This is an optimization exercise on Yosys and OpenROAD, whose aim is small area, a short achievable clock period and few clock cycles per item, not a production implementation.

==> juniper <==
// kmeans_pixel_assign_accumulate
module kmeans_pixel_assign_accumulate
#(
    parameter int NUM_CLUSTERS = kpa_pkg::NUM_CLUSTERS_DEF
) (
    input  logic                            clk,
    input  logic                            rst_n,
    input  logic                            pixels_valid,
    output logic                            pixels_ready,
    input  logic [kpa_pkg::PIXEL_W-1:0]     pixels_pixel,
    input  logic                            pixels_first_pixel,
    input  logic                            pixels_last_pixel,
    output logic                            results_valid,
    input  logic                            results_ready,
    output logic                            results_item_kind,
    output logic [kpa_pkg::CLUSTER_W-1:0]   results_cluster,
    output logic [kpa_pkg::SUM_W-1:0]       results_pixel_sum,
    output logic [kpa_pkg::COUNT_W-1:0]     results_pixel_count,
    output logic                            results_end_of_run,
    input  logic                            cfg_write,
    input  logic [kpa_pkg::CFG_INDEX_W-1:0] cfg_index,
    input  logic [kpa_pkg::CENTROID_W-1:0]  cfg_data
);
export LEC_CHECK = 0
export CAP_MARGIN = 20
export CORE_MARGIN = 2
export CORE_UTILIZATION = 50
export PLACE_DENSITY = 0.65
export SLEW_MARGIN = 20
create_clock -name core_clock -period 11.0 [get_ports {clk}]
standard.sh (not shown) runs the stock make flow with config.mk's settings and CLKGATE_MAP_FILE= SYNTH_SCRIPT=/design/flow/synth_recipe.tcl, a recipe that flattens the netlist after the stock synthesis.
==> flow/flow/run.sh <==
#!/bin/bash
set -euo pipefail
bash standard.sh SETUP_SLACK_MARGIN=7.5 finish > orfs_make.log 2>&1
==> lagoon: changes against juniper <==
--- a/flow/design.v
+++ b/flow/design.v
@@ -24,156 +24,84 @@
         endcase
     endfunction
 endpackage
 `timescale 1ns / 1ps
 module kpa_classify
 (
-    input  logic                          clk,
-    input  logic                          rst_n,
-    input  logic                          cfg_we,
-    input  logic [2:0]                    cfg_idx,
-    input  logic [15:0]                   cfg_dat,
     input  logic [kpa_pkg::PIXEL_W-1:0]   pixel,
+    input  logic [6*17-1:0]               centroids,
     output logic [kpa_pkg::CLUSTER_W-1:0] label
 );
-    logic [7:0] hi_reg [6];
-    logic [7:0] lo_reg [6];
-    logic [5:0] lt_reg [6];
-    logic [5:0] gt_reg [6];
-    logic [5:0] w_lt;    
-    logic [5:0] w_gt;    
-    always_comb
-    begin
-        for (int j = 0; j < 6; j++)
-        begin
-            w_lt[j] = cfg_dat < {hi_reg[j], lo_reg[j]};
-            w_gt[j] = !w_lt[j] && (cfg_dat != {hi_reg[j], lo_reg[j]});
+    logic [15:0] dst [6];
+    logic [5:0]  win;
+    function automatic logic less16(input logic [15:0] a, input logic [15:0] b);
+        logic [15:0] g;
+        logic [15:0] e;
+        logic [7:0]  g2, e2;
+        logic [3:0]  g4, e4;
+        logic [1:0]  g8, e8;
+        g = ~a & b;
+        e = ~(a ^ b);
+        for (int i = 0; i < 8; i++)
+        begin
+            g2[i] = g[2*i+1] | (e[2*i+1] & g[2*i]);
+            e2[i] = e[2*i+1] & e[2*i];
+        end
+        for (int i = 0; i < 4; i++)
+        begin
+            g4[i] = g2[2*i+1] | (e2[2*i+1] & g2[2*i]);
+            e4[i] = e2[2*i+1] & e2[2*i];
         end
-    end
-    always_ff @(posedge clk or negedge rst_n)
-    begin
-        if (!rst_n)
+        for (int i = 0; i < 2; i++)
         begin
-            for (int k = 0; k < 6; k++)
-            begin
-                hi_reg[k] <= kpa_pkg::centroid_reset_value(k) >> 8;
-                lo_reg[k] <= kpa_pkg::centroid_reset_value(k);
-                lt_reg[k] <= '1;
-                gt_reg[k] <= '0;
-            end
+            g8[i] = g4[2*i+1] | (e4[2*i+1] & g4[2*i]);
+            e8[i] = e4[2*i+1] & e4[2*i];
         end
-        else if (cfg_we)
-        begin
-            for (int k = 0; k < 6; k++)
-            begin
-                if (cfg_idx == 3'(k))
-                begin
-                    hi_reg[k] <= cfg_dat[15:8];
-                    lo_reg[k] <= cfg_dat[7:0];
-                end
-                for (int j = 0; j < k; j++)
-                begin
-                    if (cfg_idx == 3'(k))
-                    begin
-                        lt_reg[j][k] <= w_gt[j];
-                        gt_reg[j][k] <= w_lt[j];
-                    end
-                    else if (cfg_idx == 3'(j))
-                    begin
-                        lt_reg[j][k] <= w_lt[k];
-                        gt_reg[j][k] <= w_gt[k];
-                    end
-                end
-            end
-        end
-    end
-    logic [5:0] s;
-    logic [5:0] is_l;
-    logic [5:0] is_h;
+        less16 = g8[1] | (e8[1] & g8[0]);
+    endfunction
     always_comb
     begin
         for (int k = 0; k < 6; k++)
         begin
-            s[k] = (pixel > hi_reg[k]) || (pixel == hi_reg[k] && lo_reg[k] == 8'd0);
+            logic [8:0] u;
+            logic [7:0] lo;
+            logic       nz;
+            logic [9:0] a;
+            logic [7:0] b;
+            u  = centroids[17*k + 8 +: 9];
+            lo = centroids[17*k +: 8];
+            nz = (lo != 8'd0);
+            a  = {2'b00, pixel} - {1'b0, u};
+            b  = u[7:0] - pixel - {7'd0, nz};
+            dst[k] = a[9] ? {b, lo} : {a[7:0], 8'd0 - lo};
         end
     end
     always_comb
     begin
         for (int k = 0; k < 6; k++)
         begin
-            is_l[k] = s[k];
-            is_h[k] = !s[k];
+            win[k] = 1'b1;
             for (int j = 0; j < 6; j++)
             begin
-                if (j < k)
+                if (j < k && !less16(dst[k], dst[j]))
                 begin
-                    if (s[j] && !lt_reg[j][k])
-                    begin
-                        is_l[k] = 1'b0;
-                    end
-                    if (!s[j] && !gt_reg[j][k])
-                    begin
-                        is_h[k] = 1'b0;
-                    end
+                    win[k] = 1'b0;
                 end
-                else if (j > k)
+                if (j > k && less16(dst[j], dst[k]))
                 begin
-                    if (s[j] && lt_reg[k][j])
-                    begin
-                        is_l[k] = 1'b0;
-                    end
-                    if (!s[j] && gt_reg[k][j])
-                    begin
-                        is_h[k] = 1'b0;
-                    end
+                    win[k] = 1'b0;
                 end
             end
         end
-    end
-    logic [15:0] c_l;
-    logic [15:0] c_h;
-    logic [2:0]  i_l;
-    logic [2:0]  i_h;
-    logic [16:0] t;
-    logic        has_l;
-    logic        has_h;
-    always_comb
-    begin
-        c_l = '0;
-        c_h = '0;
-        i_l = '0;
-        i_h = '0;
-        for (int k = 0; k < 6; k++)
-        begin
-            c_l = c_l | ({16{is_l[k]}} & {hi_reg[k], lo_reg[k]});
-            c_h = c_h | ({16{is_h[k]}} & {hi_reg[k], lo_reg[k]});
-            i_l = i_l | ({3{is_l[k]}} & 3'(k));
-            i_h = i_h | ({3{is_h[k]}} & 3'(k));
-        end
-        t     = {1'b0, c_l} + {1'b0, c_h};
-        has_l = |s;
-        has_h = !(&s);
-        if (!has_l)
+        label = 3'd0;
+        for (int k = 5; k >= 1; k--)
         begin
-            label = i_h;
-        end
-        else if (!has_h)
-        begin
-            label = i_l;
-        end
-        else if (pixel < t[16:9] || (pixel == t[16:9] && t[8:0] != 9'd0))
-        begin
-            label = i_l;
-        end
-        else if (pixel > t[16:9])
-        begin
-            label = i_h;
-        end
-        else
-        begin
-            label = (i_l < i_h) ? i_l : i_h;
+            if (win[k])
+            begin
+                label = 3'(k);
+            end
         end
     end
 endmodule
 `timescale 1ns / 1ps
 module kpa_fifo
 #(
@@ -432,12 +360,14 @@
 );
     localparam int D  = kpa_pkg::QUEUE_DEPTH;
     localparam int CN = $clog2(D + 1);
     logic                              cfg_we_reg;
     logic [kpa_pkg::CFG_INDEX_W-1:0]   cfg_idx_reg;
     logic [kpa_pkg::CENTROID_W-1:0]    cfg_dat_reg;
+    logic [6*17-1:0]                   centroid_reg;
+    logic [16:0]                       cfg_form;
     always_ff @(posedge clk or negedge rst_n)
     begin
         if (!rst_n)
         begin
             cfg_we_reg <= 1'b0;
         end
@@ -448,12 +378,33 @@
     end
     always_ff @(posedge clk)
     begin
         cfg_idx_reg <= cfg_index;
         cfg_dat_reg <= cfg_data;
     end
+    assign cfg_form = {{1'b0, cfg_dat_reg[15:8]} + {8'd0, cfg_dat_reg[7:0] != 8'd0}, cfg_dat_reg[7:0]};
+    always_ff @(posedge clk or negedge rst_n)
+    begin
+        if (!rst_n)
+        begin
+            for (int k = 0; k < 6; k++)
+            begin
+                centroid_reg[17*k +: 17] <= {1'b0, kpa_pkg::centroid_reset_value(k)};
+            end
+        end
+        else
+        begin
+            for (int k = 0; k < 6; k++)
+            begin
+                if (cfg_we_reg && cfg_idx_reg == 3'(k))
+                begin
+                    centroid_reg[17*k +: 17] <= cfg_form;
+                end
+            end
+        end
+    end
     logic                        in_valid_reg;
     logic [kpa_pkg::PIXEL_W-1:0] in_pixel_reg;
     logic                        in_first_reg;
     logic                        in_last_reg;
     logic                        ready_reg;
     logic                        accept;
@@ -464,18 +415,14 @@
         in_pixel_reg <= pixels_pixel;
         in_first_reg <= pixels_first_pixel;
         in_last_reg  <= pixels_last_pixel;
     end
     logic [kpa_pkg::CLUSTER_W-1:0] label;
     kpa_classify u_classify (
-        .clk       (clk),
-        .rst_n     (rst_n),
-        .cfg_we    (cfg_we_reg),
-        .cfg_idx   (cfg_idx_reg),
-        .cfg_dat   (cfg_dat_reg),
         .pixel     (in_pixel_reg),
+        .centroids (centroid_reg),
         .label     (label)
     );
     logic          q_pop;
     logic [12:0]   q_head;
     logic [12:0]   q_head_next;
     logic [CN-1:0] q_count;
==> flow/run.sh (new file) <==
#!/bin/bash
# synth_recipe.tcl (not shown) runs the flow's synth.tcl, then flattens the netlist and writes it again
# the make line also repeats each setting of config.mk as NAME=value (left out here)
make -C /OpenROAD-flow-scripts/flow DESIGN_CONFIG=/design/flow/config.mk WORK_HOME=/design/flow/orfs CLKGATE_MAP_FILE= SYNTH_SCRIPT=/design/flow/synth_recipe.tcl finish
--- a/flow/config.mk
+++ b/flow/config.mk
@@ -6,7 +6,8 @@
 export NUM_CORES = 4
 export LEC_CHECK = 0
 export CAP_MARGIN = 20
 export CORE_MARGIN = 2
 export CORE_UTILIZATION = 50
 export PLACE_DENSITY = 0.65
+export SETUP_SLACK_MARGIN = 5
 export SLEW_MARGIN = 20
removed: flow/flow/run.sh
removed: flow/standard.sh
==> comparison <==
- In juniper the non-clock buffer count is higher than in lagoon, by 158.
- Of juniper and lagoon, juniper has the higher critical path depth (gap 11).
- Fmax: lagoon is larger than juniper (about 20%).
- Between juniper and lagoon, the lower die area is in juniper (gap about 13%, measured against lagoon).
- In lagoon the first-iteration DRC count is smaller than in juniper, by about 20%.
No functional check of the RTL was part of any run of this note.

## static timing again, ports no longer ideal
How much do the figures lean on ideal ports? The routed layouts below were timed once more, with nothing changed but the port constraints.
Step 1 assumes that a clkbuf_16 drives the clock port and a buf_2 every other input.
Step 2 moves the port delays by t, midway between the first and last clock arrival at a register: inputs arrive t later, outputs are due t later. That takes back most of the time a late clock gives input paths.
a / b / c = ideal ports / drivers / drivers and shift; a / b = the first two.
run	t (ns)	setup slack, ns	worst setup path at the end	worst register clock-pin slew, ns
juniper	0.683	3.964 / 3.964 / 3.964	register to register	0.07 / 0.07
lagoon	0.690	5.139 / 5.139 / 4.698	input to register	0.07 / 0.07
After both steps every run listed still meets setup and hold. The setup slack of lagoon, which loses most, moves by 0.000 ns with the drivers and by -0.441 ns with both steps.
